What follows belongs to an exercise in optimizing a design on an open flow for small area, a short achievable clock period and few clock cycles per item; a production flow would make more cautious choices.
In this exercise RTL edits were held to simulation tests only and were not proved equivalent to the original.

<file path="constraint.sdc">
create_clock -name core_clock -period 16.5 [get_ports {aclk}]
set_input_delay 3.3000 -clock core_clock [delete_from_list [all_inputs] [get_ports {aclk}]]
set_output_delay 3.3000 -clock core_clock [all_outputs]
set_load 0.01 [all_outputs]
</file>
<file path="design.v">
package rbrk4_pkg;
    localparam int DATA_W    = 32;
    localparam int ELEM_W    = 21;
    localparam int ROW_W     = 63;
    localparam int CFG_IDX_W = 3;
    localparam logic [CFG_IDX_W-1:0] REG_INERTIA0  = 3'd0;
    localparam logic [CFG_IDX_W-1:0] REG_INERTIA1  = 3'd1;
    localparam logic [CFG_IDX_W-1:0] REG_INERTIA2  = 3'd2;
    localparam logic [CFG_IDX_W-1:0] REG_INV0      = 3'd3;
    localparam logic [CFG_IDX_W-1:0] REG_INV1      = 3'd4;
    localparam logic [CFG_IDX_W-1:0] REG_INV2      = 3'd5;
    localparam logic [CFG_IDX_W-1:0] REG_STEP      = 3'd6;
endpackage
module rbrk4_mac #(
    parameter int AW  = 33,
    parameter int BW  = 32,
    parameter int ACW = 64
) (
    input  logic                  aclk,
    input  logic                  clr_next,
    input  logic signed [AW-1:0]  a_next,
    input  logic signed [BW-1:0]  b_next,
    output logic signed [ACW-1:0] r
);
    localparam int ND = BW / 2;                 
    localparam int NR = ND + 3;                 
    localparam int PW = AW + 2;                 
    logic [BW:0] bx;
    assign bx = {b_next, 1'b0};                 
    logic [ND-1:0] neg_r, one_r, two_r;
    logic [AW-1:0] a_r;
    logic          clr_r;
    always_ff @(posedge aclk) begin
        a_r   <= a_next;
        clr_r <= clr_next;
        for (int j = 0; j < ND; j++) begin
            neg_r[j] <= bx[2*j+2];
            one_r[j] <= bx[2*j+1] ^ bx[2*j];
            two_r[j] <= (bx[2*j+2] & ~bx[2*j+1] & ~bx[2*j]) | (~bx[2*j+2] & bx[2*j+1] & bx[2*j]);
        end
    end
    logic [ACW-1:0] s_r, c_r;
    logic [ACW-1:0] rows [NR];
    logic [PW-1:0]  ax1, ax2;
    assign ax1 = {{2{a_r[AW-1]}}, a_r};
    assign ax2 = {a_r[AW-1], a_r, 1'b0};
    always_comb begin
        logic [ACW-1:0] cst;
        cst = '0;
        for (int j = 0; j < ND; j++) begin
            logic [PW-1:0] pp;
            pp = ((one_r[j] ? ax1 : '0) | (two_r[j] ? ax2 : '0)) ^ {PW{neg_r[j]}};
            rows[j] = '0;
            for (int i = 0; i < PW; i++)
                if (2*j + i < ACW)
                    rows[j][2*j+i] = (i == PW-1) ? ~pp[i] : pp[i];
            if (j > 0) rows[j][2*j-2] = neg_r[j-1];
            cst = cst - (ACW'(1) << (2*j + PW - 1));
        end
        cst[2*ND-2] = neg_r[ND-1];
        rows[ND]   = clr_r ? '0 : s_r;
        rows[ND+1] = clr_r ? '0 : c_r;
        rows[ND+2] = cst;
    end
    function automatic int rows_at(input int k);
        int n;
        n = NR;
        for (int i = 0; i < k; i++) n = n - (n / 3);
        rows_at = n;
    endfunction
    function automatic int levels();
        int n, k;
        n = NR; k = 0;
        for (int i = 0; i < 12; i++)
            if (n > 2) begin n = n - (n / 3); k = k + 1; end
        levels = k;
    endfunction
    localparam int NL = levels();
    logic [ACW-1:0] lvl [NL+1][NR];
    for (genvar q = 0; q < NR; q++) begin : g_in
        assign lvl[0][q] = rows[q];
    end
    for (genvar k = 0; k < NL; k++) begin : g_lvl
        localparam int N  = rows_at(k);
        localparam int NG = N / 3;
        for (genvar g = 0; g < NG; g++) begin : g_csa
            assign lvl[k+1][2*g]   = lvl[k][3*g] ^ lvl[k][3*g+1] ^ lvl[k][3*g+2];
            assign lvl[k+1][2*g+1] = ((lvl[k][3*g] & lvl[k][3*g+1]) | (lvl[k][3*g] & lvl[k][3*g+2])
                                      | (lvl[k][3*g+1] & lvl[k][3*g+2])) << 1;
        end
        for (genvar q = 3 * NG; q < N; q++) begin : g_pass
            assign lvl[k+1][2*NG + q - 3*NG] = lvl[k][q];
        end
        for (genvar q = N - NG; q < NR; q++) begin : g_zero
            assign lvl[k+1][q] = '0;
        end
    end
    always_ff @(posedge aclk) begin
        s_r <= lvl[NL][0];
        c_r <= lvl[NL][1];
    end
    assign r = s_r + c_r;
endmodule
import rbrk4_pkg::*;
module rigid_body_rate_rk4_step (
    input  logic         aclk,
    input  logic         aresetn,
    input  logic         s_tvalid,
    output logic         s_tready,
    input  logic [287:0] s_tdata,
    input  logic [0:0]   s_tuser,
    output logic         m_tvalid,
    input  logic         m_tready,
    output logic [95:0]  m_tdata,
    input  logic         cfg_we,
    input  logic [rbrk4_pkg::CFG_IDX_W-1:0] cfg_index,
    input  logic [62:0]  cfg_data
);
    localparam logic signed [32:0] RECIP6 = 33'sd2863311531;   
    localparam logic [31:0] TWO30_DIV6 = 32'd178956970;
    logic [ROW_W-1:0]  inertia_reg [3];
    logic [ROW_W-1:0]  inv_reg [3];
    logic [DATA_W-1:0] step_reg;
    logic [3:0] c_reg;         
    logic [1:0] s_reg;         
    logic       load_reg;      
    logic       mv_reg;        
    logic       fresh_reg;     
    logic signed [31:0] w_reg [3];
    logic signed [31:0] v_reg [3];
    logic signed [31:0] m_reg [3];    
    logic signed [39:0] x1h_reg;
    logic signed [34:0] ksum_reg [3];
    logic [3:0]         hi_reg [3];
    logic               neg_reg [3];
    logic signed [63:0] r [3];
    function automatic logic signed [31:0] sat32(input logic signed [65:0] x);
        if (x > 66'sh0_0000_0000_7FFF_FFFF)      sat32 = 32'sh7FFF_FFFF;
        else if (x < -66'sh0_0000_0000_8000_0000) sat32 = 32'sh8000_0000;
        else                                     sat32 = x[31:0];
    endfunction
    function automatic logic signed [31:0] elem(input logic [ROW_W-1:0] row,
                                                input logic [1:0] c);
        logic [ELEM_W-1:0] e;
        case (c)
            2'd0:    e = row[20:0];
            2'd1:    e = row[41:21];
            default: e = row[62:42];
        endcase
        elem = 32'(signed'(e));
    endfunction
    logic signed [32:0] tc [3];
    always_comb
        for (int i = 0; i < 3; i++)
            tc[i] = 33'(signed'(s_tdata[32*i +: 32])) + 33'(signed'(s_tdata[96+32*i +: 32]));
    logic signed [31:0] mb [3];    
    logic signed [31:0] kb [3];    
    logic signed [39:0] rh [3];    
    always_comb
        for (int i = 0; i < 3; i++) begin
            mb[i] = sat32(66'(r[i] >>> 12));
            kb[i] = sat32(66'(r[i] >>> 24));
            rh[i] = 40'(r[i] >>> 24);
        end
    logic signed [40:0] gd, g1d;
    logic signed [31:0] t_a, t_b;
    assign gd  = 41'(rh[0]) - 41'(rh[1]);
    assign g1d = 41'(x1h_reg) - 41'(rh[2]);
    assign t_a = sat32(66'(c_reg == 4'd5 ? tc[0] : tc[2]) - 66'(sat32(66'(gd))));
    assign t_b = sat32(66'(tc[1]) - 66'(sat32(66'(g1d))));
    logic signed [31:0] vnext [3];
    logic signed [34:0] ksum_next [3];
    always_comb
        for (int i = 0; i < 3; i++) begin
            vnext[i] = sat32(66'(w_reg[i]) + ((s_reg == 2'd2) ? 66'(kb[i]) : 66'(kb[i] >>> 1)));
            ksum_next[i] = (s_reg == 2'd0) ? 35'(kb[i])
                         : ksum_reg[i] + ((s_reg == 2'd3) ? 35'(kb[i]) : 35'(kb[i]) <<< 1);
        end
    logic [33:0] mag [3];
    logic [31:0] dvin [3];
    always_comb
        for (int i = 0; i < 3; i++) begin
            mag[i]  = ksum_reg[i][34] ? 34'(35'sd0 - ksum_reg[i]) : 34'(ksum_reg[i]);
            dvin[i] = 32'(mag[i][29:0]) + 32'({mag[i][33:30], 2'b00});
        end
    logic signed [31:0] wnext [3];
    logic [32:0]        q [3];
    logic signed [65:0] qs [3];
    always_comb
        for (int i = 0; i < 3; i++) begin
            q[i]  = 33'(r[i][63:34]) + 33'(hi_reg[i]) * 33'(TWO30_DIV6);
            qs[i] = 66'(q[i]);
            if (neg_reg[i]) qs[i] = 66'sd0 - qs[i];
            wnext[i] = sat32(66'(w_reg[i]) + qs[i]);
        end
    logic               adv;       
    assign adv = (s_reg != 2'd0) | (s_tvalid & ~s_tuser[0] & fresh_reg & ~load_reg);
    logic signed [32:0] an [3];
    logic signed [31:0] bn [3];
    logic               clrn;
    logic [1:0]         ncol;
    always_comb begin
        clrn = 1'b1;
        for (int i = 0; i < 3; i++) begin
            an[i] = 33'(v_reg[0]);
            bn[i] = elem(inertia_reg[i], 2'd0);
        end
        case (c_reg)
            4'd0: if (adv) begin
                clrn = 1'b0;
                for (int i = 0; i < 3; i++) begin
                    an[i] = 33'(v_reg[1]);
                    bn[i] = elem(inertia_reg[i], 2'd1);
                end
            end
            4'd1: begin
                clrn = 1'b0;
                for (int i = 0; i < 3; i++) begin
                    an[i] = 33'(v_reg[2]);
                    bn[i] = elem(inertia_reg[i], 2'd2);
                end
            end
            4'd3: begin
                an[0] = 33'(mb[2]); bn[0] = v_reg[1];
                an[1] = 33'(mb[1]); bn[1] = v_reg[2];
                an[2] = 33'(mb[0]); bn[2] = v_reg[2];
            end
            4'd4: begin
                an[0] = 33'(m_reg[1]); bn[0] = v_reg[0];
                an[1] = 33'(m_reg[0]); bn[1] = v_reg[1];
                an[2] = 33'(m_reg[2]); bn[2] = v_reg[0];
            end
            4'd5: begin
                for (int i = 0; i < 3; i++) begin
                    an[i] = 33'(t_a);
                    bn[i] = elem(inv_reg[i], 2'd0);
                end
            end
            4'd6: begin
                clrn = 1'b0;
                for (int i = 0; i < 3; i++) begin
                    an[i] = 33'(t_b);
                    bn[i] = elem(inv_reg[i], 2'd1);
                end
            end
            4'd7: begin
                clrn = 1'b0;
                for (int i = 0; i < 3; i++) begin
                    an[i] = 33'(m_reg[0]);
                    bn[i] = elem(inv_reg[i], 2'd2);
                end
            end
            4'd9: begin
                for (int i = 0; i < 3; i++) begin
                    an[i] = {1'b0, step_reg};
                    bn[i] = mb[i];
                end
            end
            4'd11: begin
                for (int i = 0; i < 3; i++) an[i] = 33'(vnext[0]);
            end
            4'd12: begin
                for (int i = 0; i < 3; i++) begin
                    an[i] = RECIP6;
                    bn[i] = signed'(dvin[i]);
                end
            end
            4'd14: begin
                for (int i = 0; i < 3; i++) an[i] = 33'(wnext[0]);
            end
            default: ;
        endcase
        if (load_reg)
            for (int i = 0; i < 3; i++) an[i] = 33'(signed'(s_tdata[192 +: 32]));
    end
    for (genvar u = 0; u < 3; u++) begin : g_unit
        rbrk4_mac #(.AW(33), .BW(32), .ACW(64)) u_mac (
            .aclk(aclk), .clr_next(clrn), .a_next(an[u]), .b_next(bn[u]), .r(r[u]));
    end
    assign s_tready = ((c_reg == 4'd14) | load_reg) & ~mv_reg;
    assign m_tvalid = mv_reg;
    assign m_tdata  = {w_reg[2], w_reg[1], w_reg[0]};
    always_ff @(posedge aclk) begin
        if (!aresetn) begin
            for (int i = 0; i < 3; i++) begin
                inertia_reg[i] <= ROW_W'(64'd4096 << (ELEM_W * i));
                inv_reg[i]     <= ROW_W'(64'd4096 << (ELEM_W * i));
                w_reg[i]       <= '0;
                v_reg[i]       <= '0;
            end
            step_reg  <= '0;
            c_reg     <= '0;
            s_reg     <= '0;
            load_reg  <= 1'b0;
            mv_reg    <= 1'b0;
            fresh_reg <= 1'b0;
        end else begin
            fresh_reg <= ~cfg_we;
            if (cfg_we) begin
                case (cfg_index)
                    REG_INERTIA0: inertia_reg[0] <= cfg_data;
                    REG_INERTIA1: inertia_reg[1] <= cfg_data;
                    REG_INERTIA2: inertia_reg[2] <= cfg_data;
                    REG_INV0:     inv_reg[0] <= cfg_data;
                    REG_INV1:     inv_reg[1] <= cfg_data;
                    REG_INV2:     inv_reg[2] <= cfg_data;
                    REG_STEP:     step_reg <= cfg_data[DATA_W-1:0];
                    default: ;
                endcase
            end
            if (m_tready) mv_reg <= 1'b0;
            if (load_reg) begin
                if (!mv_reg) begin
                    load_reg <= 1'b0;
                    mv_reg   <= 1'b1;
                    for (int i = 0; i < 3; i++) begin
                        w_reg[i] <= s_tdata[192+32*i +: 32];
                        v_reg[i] <= s_tdata[192+32*i +: 32];
                    end
                end
            end else begin
                case (c_reg)
                    4'd0: begin
                        if (adv) c_reg <= 4'd1;
                        else if (s_tvalid & s_tuser[0]) load_reg <= 1'b1;
                    end
                    4'd11: begin
                        for (int i = 0; i < 3; i++) begin
                            ksum_reg[i] <= ksum_next[i];
                            if (s_reg != 2'd3) v_reg[i] <= vnext[i];
                        end
                        if (s_reg == 2'd3) c_reg <= 4'd12;
                        else begin
                            c_reg <= 4'd0;
                            s_reg <= s_reg + 2'd1;
                        end
                    end
                    4'd12: begin
                        for (int i = 0; i < 3; i++) begin
                            hi_reg[i]  <= mag[i][33:30];
                            neg_reg[i] <= ksum_reg[i][34];
                        end
                        if (!mv_reg) c_reg <= 4'd13;
                    end
                    4'd14: begin
                        mv_reg <= 1'b1;
                        c_reg  <= 4'd0;
                        s_reg  <= 2'd0;
                        for (int i = 0; i < 3; i++) begin
                            w_reg[i] <= wnext[i];
                            v_reg[i] <= wnext[i];
                        end
                    end
                    default: c_reg <= c_reg + 4'd1;
                endcase
            end
        end
    end
    always_ff @(posedge aclk) begin
        if (c_reg == 4'd3)
            for (int i = 0; i < 3; i++) m_reg[i] <= mb[i];
        if (c_reg == 4'd5) x1h_reg <= rh[2];
        if (c_reg == 4'd6) m_reg[0] <= t_a;
    end
endmodule
</file>
<file path="run.sh">
#!/bin/bash
# synth_recipe.tcl (not shown) runs the flow's synth.tcl, then flattens the netlist and writes it again
# the make line also repeats each setting of config.mk as NAME=value (left out here)
make -C /OpenROAD-flow-scripts/flow DESIGN_CONFIG=/design/flow/config.mk WORK_HOME=/design/flow/orfs CLKGATE_MAP_FILE= SYNTH_SCRIPT=/design/flow/synth_recipe.tcl finish
</file>
<file path="config.mk">
export PLATFORM = sky130hd
export DESIGN_NAME = rigid_body_rate_rk4_step
export DESIGN_NICKNAME = rigid_body_rate_rk4_step
export VERILOG_FILES = /design/flow/design.v
export SDC_FILE = /design/flow/constraint.sdc
export NUM_CORES = 4
export LEC_CHECK = 0
export CAP_MARGIN = 20
export CORE_MARGIN = 2
export CORE_UTILIZATION = 40
export SLEW_MARGIN = 20
</file>
==> summary.md <==
| Metric | Value |
|---|---|
| Outcome | timing/DRC/antenna clean |
| Final TNS setup | 0 ns |
| Hold Path End | inv_reg[2][23] |
| Final net count | 24900 |
| Initial DRT Pass Iterations | 10 |
| R2R cell count | 57 |
| Fin crit period | 14.51 ns |
| Synth Area in Compound Gates | 0.218 |
| Final setup fails | 0 |
| Site row count | 250 |
| Cell mode on critical path | a21oi_1 |
| FF-to-FF End | g_unit[0].u_mac.a_r[24] |
| Hold Fails Final Rpt | 0 |
| Min Hold Slack | 0.453 ns |
| Xor/xnor cell area share of the yosys netlist | 0.122 |
| Die height | 686 um |
| Cell taking the most area after synthesis | fa_1 |
| Crit path capture type | flop |
| Worst-case clock buffer depth | 4 |
| DP Wirelength | 660000 um |
| Worst slew pin tran | 1.39 ns |
| Core area | 0.464 mm^2 |
| Worst stage delay on the critical path | 0.90 ns |
| DRC viols | 0 |
| Ports | 458 |
| Syn nets | 25400 |
| Initial antenna violation count | 109 |
| I/O Buffers | 457 |
| Via-to-Cell Ratio | 6.19 |
| Largest net degree at the start of global routing | 156 |
| CP Launch Type | flop |
| Min setup slack post-route | 1.99 ns |
| Main area contributors after synthesis | fa_1, dfxtp_1, ha_1, a22oi_1, xnor2_1 |
| CTS H-tree depth | 4 |
| Synth Register Bits | 1489 |
| Fraction of registers with async set or reset after synthesis | 0 |
| Largest register FFs | 192 |
| ANT nets after route | 0 |
| Slew HR | 0.0691 |
| Largest family of logic cells by synthesized area | adder cells |
| Final cell count without fillers | 27800 |
| Arrival time worst endpoint | 15.34 ns |
| Max Cap Viol | 0 |
| Final-report max-slew violation count | 0 |
| Layout cells sized above 1 | 0.0560 |
| Dpl ws | 2.09 ns |
| Initial Util | 0.402 |
| Total clock sinks | 1489 |
| EDFF count, synth | 256 |
| F_max | 68.9 MHz |
| Chip width | 686 um |
| Crit path max fanout | 31 |
| Synth top area share | 0.187 |
| Post-synthesis mux area share | 0.0144 |
| Mapped Area | 0.186 mm^2 |
| Period utilisation layout | 0.880 |
| Number of CTS-inserted buffers | 196 |
| Footprint of the multi-input gates | 0.140 mm^2 |
| Post-layout util | 0.440 |
| FF/Latch Area | 0.0325 mm^2 |
| CTS tree | done |
| Final WL | 871000 um |
| Levels on crit path | 57 |
| WP buf/inv | 4 |
| Fin Clk Skew | 0.107 ns |
| Worst path slowest cell | a2111oi_0 |
| Hold Crit Class | reg -> reg |
| Reg2Reg Setup Slack | 1.99 ns |
| Family with the most delay on the worst path | compound AO/OA/AOI/OAI gates |
| First-pass GRT wire length | 1230000 um |
| Cell variety after synth | 111 |
| Number of fill cells | 45800 |
| Register area share after synthesis | 0.174 |
| GRT Residual Overflow | 0 |
| Area delta synth->final | 9.52% |
| RSZ-0062 raised after global routing | no |
| Hold path cells | 2 |
| Simple-Gate Fraction of Synth Area | 0.111 |
| Synth Area in Adders | 0.285 |
| Wire per inst | 31.3 um |
| Hold_sp | inv_reg[2][23] |
| Post-CTS Setup Bufs | 0 |
| Resize count post-CTS | 0 |
| Total track usage | 0.358 |
| Ys flop type | dfxtp_1 |
| Clock root buffer | clkbuf_16 |
| DR iter-0 viols | 22100 |
| Crit path kind | reg -> reg |
| Yosys warns | 47 |
| Post-Synthesis Cells | 21800 |
| Post-Syn Area per Cell | 8.53 um^2 |
| Vias | 172000 |
| Post-Place Cells | 27400 |
| Hold_buf cts | 0 |
| Reg-to-reg startpoint | g_unit[1].u_mac.c_r[3] |
| Worst endpoint required time | 17.33 ns |
| Placer Congestion | 1.05 |
| Reg clk slew, reported paths | 0.06 ns |
| Number of global-route vias before repair | 165000 |
| Total Die Area | 0.471 mm^2 |
| Worst skew pair latency | 1.01 ns |
cell type report:
| cell class | count | area share |
|---|---|---|
| diodes | 106 | 0.00130 |
| clock buffers | 288 | 0.0286 |
| clock inverters | 72 | 0.00459 |
| inverters | 2206 | 0.0407 |
| multi-input cells | 16600 | 0.687 |
| flip-flops and latches | 1489 | 0.159 |
| well taps | 6174 | 0.0379 |
| repair buffers | 950 | 0.0410 |
metal layers:
metal	track usage	wire length, um	part of all wire
met1	0.474	348000	0.40
met2	0.508	354000	0.41
met3	0.105	104000	0.12
met4	0.225	64100	0.074
met5	0.00276	358	0.00041
cells in the final DEF (no fill, tap or decap), types with 69 or more instances in the layout:
| cell type | n |
|---|---|
| a211oi_1 | 154 |
| a21o_1 | 300 |
| a21oi_1 | 1679 |
| a221oi_1 | 101 |
| a222oi_1 | 85 |
| a22oi_1 | 1697 |
| a31oi_1 | 125 |
| and2_1 | 86 |
| and3_1 | 86 |
| buf_4 | 481 |
| clkbuf_16 | 205 |
| clkdlybuf4s50_1 | 456 |
| dfxtp_1 | 1123 |
| dfxtp_2 | 107 |
| diode_2 | 106 |
| edfxtp_1 | 256 |
| fa_1 | 1743 |
| ha_1 | 1413 |
| inv_1 | 2185 |
| mux2i_1 | 203 |
| nand2_1 | 1628 |
| nand2b_1 | 382 |
| nand3_1 | 272 |
| nand4_1 | 69 |
| nor2_1 | 930 |
| nor2b_1 | 301 |
| nor3_1 | 226 |
| o211ai_1 | 88 |
| o21a_1 | 117 |
| o21ai_0 | 852 |
| o21bai_1 | 93 |
| o31ai_1 | 98 |
| o41ai_1 | 80 |
| or3_1 | 105 |
| xnor2_1 | 1359 |
| xor2_1 | 1200 |
Yosys cell counts (all sizes together), types with 33 or more instances:
cell,n
or2,58
buf,162
o22ai,39
a31o,33
nor4,57
a2111oi,62
inv,2197
o21a,118
edfxtp,256
o41ai,83
a211o,42
clkbuf,1437
ha,1416
o2111ai,48
o21ai,912
and3,88
nand2b,382
o31ai,101
nor3,231
a21oi,1686
nand3,277
mux2,55
a21o,300
a22oi,1697
and2,94
a211oi,156
o211ai,90
dfxtp,1233
or4,33
nand4,69
a31oi,127
mux2i,205
or3,106
fa,1743
nand2,1637
xnor2,1365
a221o,44
o21bai,93
a221oi,105
a21boi,60
a222oi,85
nor2,949
xor2,1205
nor2b,301
maj3,40
metrics by stage:
step	area, um^2
floorplan	186000
CTS	204000
global placement	197000
global route	204000
detailed placement	197000
finish	204000
tightest hold or removal path, cell delays in order (launching register included):
cell	delay, ns
dfxtp_1	0.31
nand2_1	0.05
a21oi_1	0.05
kinds of logic after synthesis:
group,after synthesis
compound gates,6128
simple gates,4387
buf+inv,3805
fa+ha+maj,3199
xor+xnor,2576
flops,1489
mux,260
how the worst max path moves through the flow:
stage / startpoint / endpoint / slack (ns)
floorplan: g_unit[1].u_mac.c_r[3] / g_unit[1].u_mac.a_r[6] / 5.38
global placement: g_unit[1].u_mac.c_r[3] / g_unit[1].u_mac.a_r[20] / 2.22
detailed placement: g_unit[1].u_mac.c_r[3] / g_unit[1].u_mac.a_r[22] / 2.09
CTS: g_unit[1].u_mac.c_r[3] / g_unit[1].u_mac.a_r[22] / 2.04
global route: g_unit[1].u_mac.c_r[3] / g_unit[2].u_mac.a_r[24] / 1.05
finish: g_unit[1].u_mac.c_r[3] / g_unit[0].u_mac.a_r[24] / 1.99
Testbench counts, summed over its fixed seeds: cycles 63,744, items 1,280.

afterwards: timing with drivers on the ports:
How much do the figures lean on ideal ports? The routed layout below was timed once more, with nothing changed but the port constraints.
Step 1: set_driving_cell puts a clkbuf_16 on aclk and a buf_2 on each other input, an assumption about the parent block.
Step 2 times the ports against the registers' clock, not the clock port: input delays grow and output delays shrink by t, the midpoint of the rising clock arrivals with the driver on.
Slacks: ideal / step 1 / step 2; pairs: ideal / step 1.
t, ns: 1.093
setup WS [ns]: 1.986 / 1.986 / 1.986
worst setup path after step 2: register to register
latest minus earliest clock arrival (ns): 0.110 / 0.110
cell pins on the clock port's net: 1
After both steps this run still meets setup and hold. For this run, drivers alone change the setup slack by 0.000 ns; drivers and shift together by 0.000 ns.
